Source: an optimization exercise on an open RTL-to-GDS flow (aim: small area). Production flows keep margins and buffers that such runs may drop. In this exercise RTL edits were held to simulation tests only and were not proved equivalent to the original. Power and IR drop assume default switching activity.

== run 1 ==
// matmul_sequencer
module matmul_sequencer (
  input  logic       clk,
  input  logic       rst,
  input  logic       rx_valid,
  input  logic [7:0] rx_data,
  output logic [7:0] tx_data,
  output logic       tx_valid,
  input  logic       tx_ready,
  output logic       busy,
  output logic       done,
  output logic       err
);
For scale: roughly 2100 cells after synthesis.
==> flow/config.mk <==
export PLATFORM = sky130hd
export DESIGN_NAME = matmul_sequencer
export DESIGN_NICKNAME = matmul_sequencer
export VERILOG_FILES = /design/flow/design.v
export SDC_FILE = /design/flow/constraint.sdc
export NUM_CORES = 4
export LEC_CHECK = 0
export CAP_MARGIN = 20
export CORE_MARGIN = 2
export CORE_UTILIZATION = 60
export CTS_BUF_LIST = sky130_fd_sc_hd__clkbuf_16
export CTS_CLUSTER_DIAMETER = 55
export CTS_CLUSTER_SIZE = 34
export PLACE_DENSITY = 0.8
export SLEW_MARGIN = 20
==> flow/constraint.sdc <==
create_clock -name core_clock -period 11.0 [get_ports {clk}]
set_input_delay 2.2000 -clock core_clock [delete_from_list [all_inputs] [get_ports {clk}]]
set_output_delay 2.2000 -clock core_clock [all_outputs]
set_load 0.01 [all_outputs]
standard.sh (not shown) runs the stock make flow with config.mk's settings and CLKGATE_MAP_FILE= SYNTH_SCRIPT=/design/flow/synth_recipe.tcl, a recipe that flattens the netlist after the stock synthesis.
==> flow/flow/run.sh <==
#!/bin/bash
# The standard layout, with the port buffers made from the smallest buffer
# cell (sky130_fd_sc_hd__buf_1) instead of the one buffer_ports picks.
set -euo pipefail
cd "$(dirname "$0")/.."
export BUFFER_PORTS_ARGS="-buffer_cell sky130_fd_sc_hd__buf_1"
bash standard.sh finish > standard_finish.log 2>&1
Run 1: PASS, flow complete, no timing, DRC or antenna violations
Input changes introduced in run 2 (baseline for comparison: run 1):
==> flow/flow/run.sh <==
#!/bin/bash
# The standard layout with two changes: the port buffers use the smallest
# buffer cell (sky130_fd_sc_hd__buf_1), and clock tree synthesis adds no
# dummy loads to balance its leaf nets.
set -euo pipefail
cd "$(dirname "$0")/.."
export BUFFER_PORTS_ARGS="-buffer_cell sky130_fd_sc_hd__buf_1"
export CTS_ARGS="-sink_clustering_enable -repair_clock_nets -sink_clustering_size 34 -sink_clustering_max_diameter 55 -buf_list sky130_fd_sc_hd__clkbuf_16 -dont_use_dummy_load"
bash standard.sh finish > standard_finish.log 2>&1
Notes after the runs:
Run 1 and run 2 ended up with nearly the same combinational cell power.
In the metrics for run 1 and run 2, the one carrying the lower via count is run 2.
The switching power summed over all nets of run 2 falls short of that of run 1 by about 8%.
Edits applied to the flow inputs when going from run 2 to run 3:
--- a/flow/flow/run.sh
+++ b/flow/flow/run.sh
@@ -7,3 +7,3 @@
 export BUFFER_PORTS_ARGS="-buffer_cell sky130_fd_sc_hd__buf_1"
-export CTS_ARGS="-sink_clustering_enable -repair_clock_nets -sink_clustering_size 34 -sink_clustering_max_diameter 55 -buf_list sky130_fd_sc_hd__clkbuf_16 -dont_use_dummy_load"
+export CTS_ARGS="-sink_clustering_enable -repair_clock_nets -sink_clustering_size 30 -sink_clustering_max_diameter 50 -buf_list sky130_fd_sc_hd__clkbuf_16 -dont_use_dummy_load"
 bash standard.sh finish > standard_finish.log 2>&1
Run 3: flow completed, timing, DRC and antenna clean. Between run 3 and run 2, the clock skew is higher for run 2. Max synthesis-to-finish area growth across run 3 and run 2: run 3. The leakage power of run 3 exceeds that of run 2 by about 0.9%. Sort run 3 and run 2 by routed wire length, ascending, and run 2 comes first. From run 2 to run 3 the numbers moved as follows: per-cell via count in the routed design went up by 0.58%, portion of total power attributed to the clock network went up by 1.7 points, total design power went up by about 2.2%, core utilization went up by 0.47 points.
#### Input delta (run 4 over run 3)
- a change of CTS_CLUSTER_DIAMETER from 55 to 45
==> flow/run.sh (new file) <==
#!/bin/bash
# synth_recipe.tcl (not shown) runs the flow's synth.tcl, then flattens the netlist and writes it again
# the make line also repeats each setting of config.mk as NAME=value (left out here)
make -C /OpenROAD-flow-scripts/flow DESIGN_CONFIG=/design/flow/config.mk WORK_HOME=/design/flow/orfs CLKGATE_MAP_FILE= SYNTH_SCRIPT=/design/flow/synth_recipe.tcl finish
removed: flow/flow/run.sh
removed: flow/standard.sh
Notes after the runs:
Between run 3 and run 4, synthesis-to-finish area growth is lower for run 3, run 4 comes in above that. Taking run 3 as the reference, in run 4 deepest level of the CTS H-tree higher; worst hold slack went up 47 ps; fraction of area in registers fell 3.3 points.
> inputs changed (run 4 -> run 5)
- CTS_CLUSTER_DIAMETER now 55, was 45
## What came out
- Across both runs, clock period minus worst slack was lower for run 5 than for run 4.
- Delta (run 5 minus run 4): count of inserted antenna diode cells was more or less identical, headroom to the max-slew limit climbed 0.81 points, layout overhead on the synthesized area decreased 3.8 points.
For run 6, these inputs were changed with respect to run 5:
==> flow/flow/run.sh (new file) <==
#!/bin/bash
# The standard layout with two changes: the port buffers use the smallest
# buffer cell (sky130_fd_sc_hd__buf_1), and clock tree synthesis adds no
# dummy loads to balance its leaf nets.
set -euo pipefail
cd "$(dirname "$0")/.."
export BUFFER_PORTS_ARGS="-buffer_cell sky130_fd_sc_hd__buf_1"
export CTS_ARGS="-sink_clustering_enable -repair_clock_nets -sink_clustering_size 38 -sink_clustering_max_diameter 45 -buf_list sky130_fd_sc_hd__clkbuf_16 -dont_use_dummy_load"
bash standard.sh finish > standard_finish.log 2>&1
==> flow/standard.sh (new file) <==
#!/bin/bash
# synth_recipe.tcl (not shown) runs the flow's synth.tcl, then flattens the netlist and writes it again
# the make line also repeats each setting of config.mk as NAME=value (left out here)
make -C /OpenROAD-flow-scripts/flow DESIGN_CONFIG=/design/flow/config.mk WORK_HOME=/design/flow/orfs CLKGATE_MAP_FILE= SYNTH_SCRIPT=/design/flow/synth_recipe.tcl "${@:-finish}"
removed: flow/run.sh
==> summary.txt <==
Sort run 6 and run 5 by wire length on met1 desc -> top: run 6
On cell area, run 6 tracks run 5 almost exactly.
Diff run 5 -> run 6: post-place setup slack shows a reduction of 82 ps; ratio of routed vias to standard cells shows an increase of 0.083.
Going from run 5 to run 6, worst setup slack went up, number of vias after detailed routing went up, worst-case register-to-register setup slack went up, global-route usage went up, final net count went up.

== before ==
The RTL this note starts from:
==> flow/design.v <==
module matmul_sequencer (
  input  logic       clk,
  input  logic       rst,
  input  logic       rx_valid,
  input  logic [7:0] rx_data,
  output logic [7:0] tx_data,
  output logic       tx_valid,
  input  logic       tx_ready,
  output logic       busy,
  output logic       done,
  output logic       err
);
  localparam logic [2:0] HDR   = 3'd0;
  localparam logic [2:0] LDA   = 3'd1;
  localparam logic [2:0] LDB   = 3'd2;
  localparam logic [2:0] FLUSH = 3'd3;
  localparam logic [2:0] CAPA  = 3'd4;
  localparam logic [2:0] CAPB  = 3'd5;
  localparam logic [2:0] MUL   = 3'd6;
  localparam logic [2:0] SEND  = 3'd7;
  logic [2:0]    st_q;
  logic [1:0]    bcnt_q, hcnt_q;
  logic [1:0]    m_q, n_q, p_q;       
  logic [1:0]    i_q, j_q, k_q;
  logic [4:0]    ph_q;                
  logic [4:0]    pslot_q;             
  logic          pend_q;
  logic          done_q, err_q;
  logic [31:0]   x_q, y_q, acc_q;
  logic [1023:0] ring_q;
  logic        loading, wdone, dim_ok;
  logic [31:0] word_d, tap;
  logic [4:0]  ins_pos, tap_slot, a_slot, b_slot;
  logic        tap_a, tap_b;
  assign loading = (st_q == HDR) || (st_q == LDA) || (st_q == LDB);
  assign wdone   = loading && rx_valid && (bcnt_q == 2'd3);
  assign word_d  = {acc_q[23:0], rx_data};
  assign dim_ok  = (acc_q[23:0] == 24'd0) && (rx_data != 8'd0) &&
                   (rx_data <= 8'd4);
  assign a_slot   = {1'b0, i_q, k_q};
  assign b_slot   = {1'b1, k_q, j_q};
  assign tap      = ring_q[1023:992];
  assign tap_slot = ~ph_q;
  assign tap_a    = (tap_slot == a_slot);
  assign tap_b    = (tap_slot == b_slot);
  assign ins_pos  = pslot_q + ph_q + 5'd1;
  always_ff @(posedge clk) begin
    for (int q = 0; q < 32; q++) begin
      if ((q % 4) == 0 && pend_q && ins_pos == 5'(q))
        ring_q[32*q +: 32] <= x_q;
      else
        ring_q[32*q +: 32] <= ring_q[32*((q+31)%32) +: 32];
    end
  end
  always_ff @(posedge clk) begin
    if (st_q == MUL)
      acc_q <= acc_q + (y_q[0] ? x_q : 32'd0);
    else if ((loading && rx_valid) || st_q == FLUSH ||
             (st_q == SEND && tx_ready))
      acc_q <= {acc_q[23:0], loading ? rx_data : 8'd0};
  end
  always_ff @(posedge clk) begin
    if ((st_q == LDA || st_q == LDB) && wdone)
      x_q <= word_d;
    else if (st_q == CAPA && tap_a)
      x_q <= tap;
    else if (st_q == MUL)
      x_q <= {x_q[30:0], 1'b0};
  end
  always_ff @(posedge clk) begin
    if (st_q == CAPB && tap_b)
      y_q <= tap;
    else
      y_q <= {1'b0, y_q[31:1]};
  end
  always_ff @(posedge clk or posedge rst) begin
    if (rst) begin
      st_q    <= HDR;
      bcnt_q  <= '0;
      hcnt_q  <= '0;
      m_q     <= '0;
      n_q     <= '0;
      p_q     <= '0;
      i_q     <= '0;
      j_q     <= '0;
      k_q     <= '0;
      ph_q    <= '0;
      pslot_q <= '0;
      pend_q  <= 1'b0;
      done_q  <= 1'b0;
      err_q   <= 1'b0;
    end else begin
      done_q <= 1'b0;
      err_q  <= 1'b0;
      ph_q   <= ph_q + 5'd1;
      if (pend_q && ins_pos[1:0] == 2'd0)
        pend_q <= 1'b0;
      if (loading && rx_valid)
        bcnt_q <= bcnt_q + 2'd1;
      case (st_q)
        HDR: if (wdone) begin
          if (!dim_ok) begin
            err_q  <= 1'b1;
            hcnt_q <= '0;
          end else begin
            case (hcnt_q)
              2'd0:    m_q <= rx_data[1:0] - 2'd1;
              2'd1:    n_q <= rx_data[1:0] - 2'd1;
              default: p_q <= rx_data[1:0] - 2'd1;
            endcase
            hcnt_q <= hcnt_q + 2'd1;
            if (hcnt_q == 2'd2) begin
              st_q   <= LDA;
              hcnt_q <= '0;
            end
          end
        end
        LDA: if (wdone) begin
          pend_q  <= 1'b1;
          pslot_q <= a_slot;
          if (k_q == n_q) begin
            k_q <= '0;
            if (i_q == m_q) begin
              st_q <= LDB;
              i_q  <= '0;
            end else begin
              i_q <= i_q + 2'd1;
            end
          end else begin
            k_q <= k_q + 2'd1;
          end
        end
        LDB: if (wdone) begin
          pend_q  <= 1'b1;
          pslot_q <= b_slot;
          if (j_q == p_q) begin
            j_q <= '0;
            if (k_q == n_q) begin
              st_q <= FLUSH;
              k_q  <= '0;
            end else begin
              k_q <= k_q + 2'd1;
            end
          end else begin
            j_q <= j_q + 2'd1;
          end
        end
        FLUSH: begin
          bcnt_q <= bcnt_q + 2'd1;
          if (bcnt_q == 2'd3)
            st_q <= CAPA;
        end
        CAPA: if (tap_a) begin
          st_q <= CAPB;
        end
        CAPB: if (tap_b) begin
          st_q <= MUL;
        end
        MUL: begin
          if (tap_b) begin
            if (k_q == n_q)
              st_q <= SEND;
            else begin
              k_q  <= k_q + 2'd1;
              st_q <= CAPA;
            end
          end
        end
        SEND: if (tx_ready) begin
          bcnt_q <= bcnt_q + 2'd1;
          if (bcnt_q == 2'd3) begin
            k_q  <= '0;
            st_q <= CAPA;
            if (j_q == p_q) begin
              j_q <= '0;
              if (i_q == m_q) begin
                i_q    <= '0;
                st_q   <= HDR;
                done_q <= 1'b1;
              end else begin
                i_q <= i_q + 2'd1;
              end
            end else begin
              j_q <= j_q + 2'd1;
            end
          end
        end
        default: st_q <= HDR;
      endcase
    end
  end
  assign tx_data  = acc_q[31:24];
  assign tx_valid = (st_q == SEND);
  assign busy     = st_q[2] || (st_q == FLUSH);
  assign done     = done_q;
  assign err      = err_q;
endmodule
clock: 11.0 ns
lec_check: 0
abc_area: 1
cap_margin: 20
core_margin: 2
core_utilization: 65
cts_buf_list: sky130_fd_sc_hd__clkbuf_2 sky130_fd_sc_hd__clkbuf_4 sky130_fd_sc_hd__clkbuf_8
place_density: 0.75
slew_margin: 20
run.sh (not shown) runs the stock make flow with config.mk's settings and CLKGATE_MAP_FILE= SYNTH_SCRIPT=/design/flow/synth_recipe.tcl, a recipe that flattens the netlist after the stock synthesis.
Stock flow here: none of the scripts above is used.
Setup changes, before to after
Settings: PLACE_DENSITY changed from 0.75 to 0.6; CORE_UTILIZATION changed from 65 to 40; CTS_BUF_LIST removed (was sky130_fd_sc_hd__clkbuf_2 sky130_fd_sc_hd__clkbuf_4 sky130_fd_sc_hd__clkbuf_8); ABC_AREA removed (was 1).
==> summary.txt <==
Start point of the critical path: st_q[2] -> after, st_q[0] -> before
Taking after over before, the cell count ratio works out to 0.878.
STATUS leakage power: after wins against before
Diff after..before | cell area after synthesis | negligible
On final non-filler cell area: between after and before, it ends up higher for after.
Hold slack: after better than before
The portion of the post-synthesis area used by sequential elements on after is in line with that on before.

separate check: timing with driven ports:
Ports are ideal in the flow. The routed layouts listed here were re-timed in OpenROAD. Step 1 assumes that a clkbuf_16 drives the clock port and a buf_2 every other input. Step 2, shift: input delay + t, output delay - t, t = (earliest + latest rising clock arrival at the registers) / 2. This alone moves slack from input paths to output paths. a / b / c = no drivers / after step 1 / after step 2; a / b = the first two.
run | t (ns) | setup WS [ns] | worst setup path at the end | latest minus earliest clock arrival (ns) | worst slew at a driven data input, ns
run 1 | 0.664 | 0.576 / 0.576 / 0.576 | register to register | 0.061 / 0.061 | 0.03
run 2 | 0.643 | 0.632 / 0.632 / 0.632 | register to register | 0.112 / 0.111 | 0.03
run 3 | 0.666 | 0.618 / 0.618 / 0.618 | register to register | 0.081 / 0.081 | 0.03
run 4 | 0.679 | 0.491 / 0.491 / 0.491 | register to register | 0.038 / 0.038 | 0.03
run 5 | 0.671 | 0.576 / 0.576 / 0.576 | register to register | 0.051 / 0.051 | 0.03
run 6 | 0.656 | 0.605 / 0.605 / 0.605 | register to register | 0.090 / 0.090 | 0.03
before | 0.848 | 6.034 / 5.980 / 6.220 | input to register | 0.040 / 0.040 | 0.04
after | 0.712 | 6.041 / 5.978 / 5.737 | input to register | 0.047 / 0.047 | 0.07
After both steps setup and hold are still met in every run listed. The setup slack of after, which loses most, moves by -0.063 ns with the drivers and by -0.304 ns with both steps.
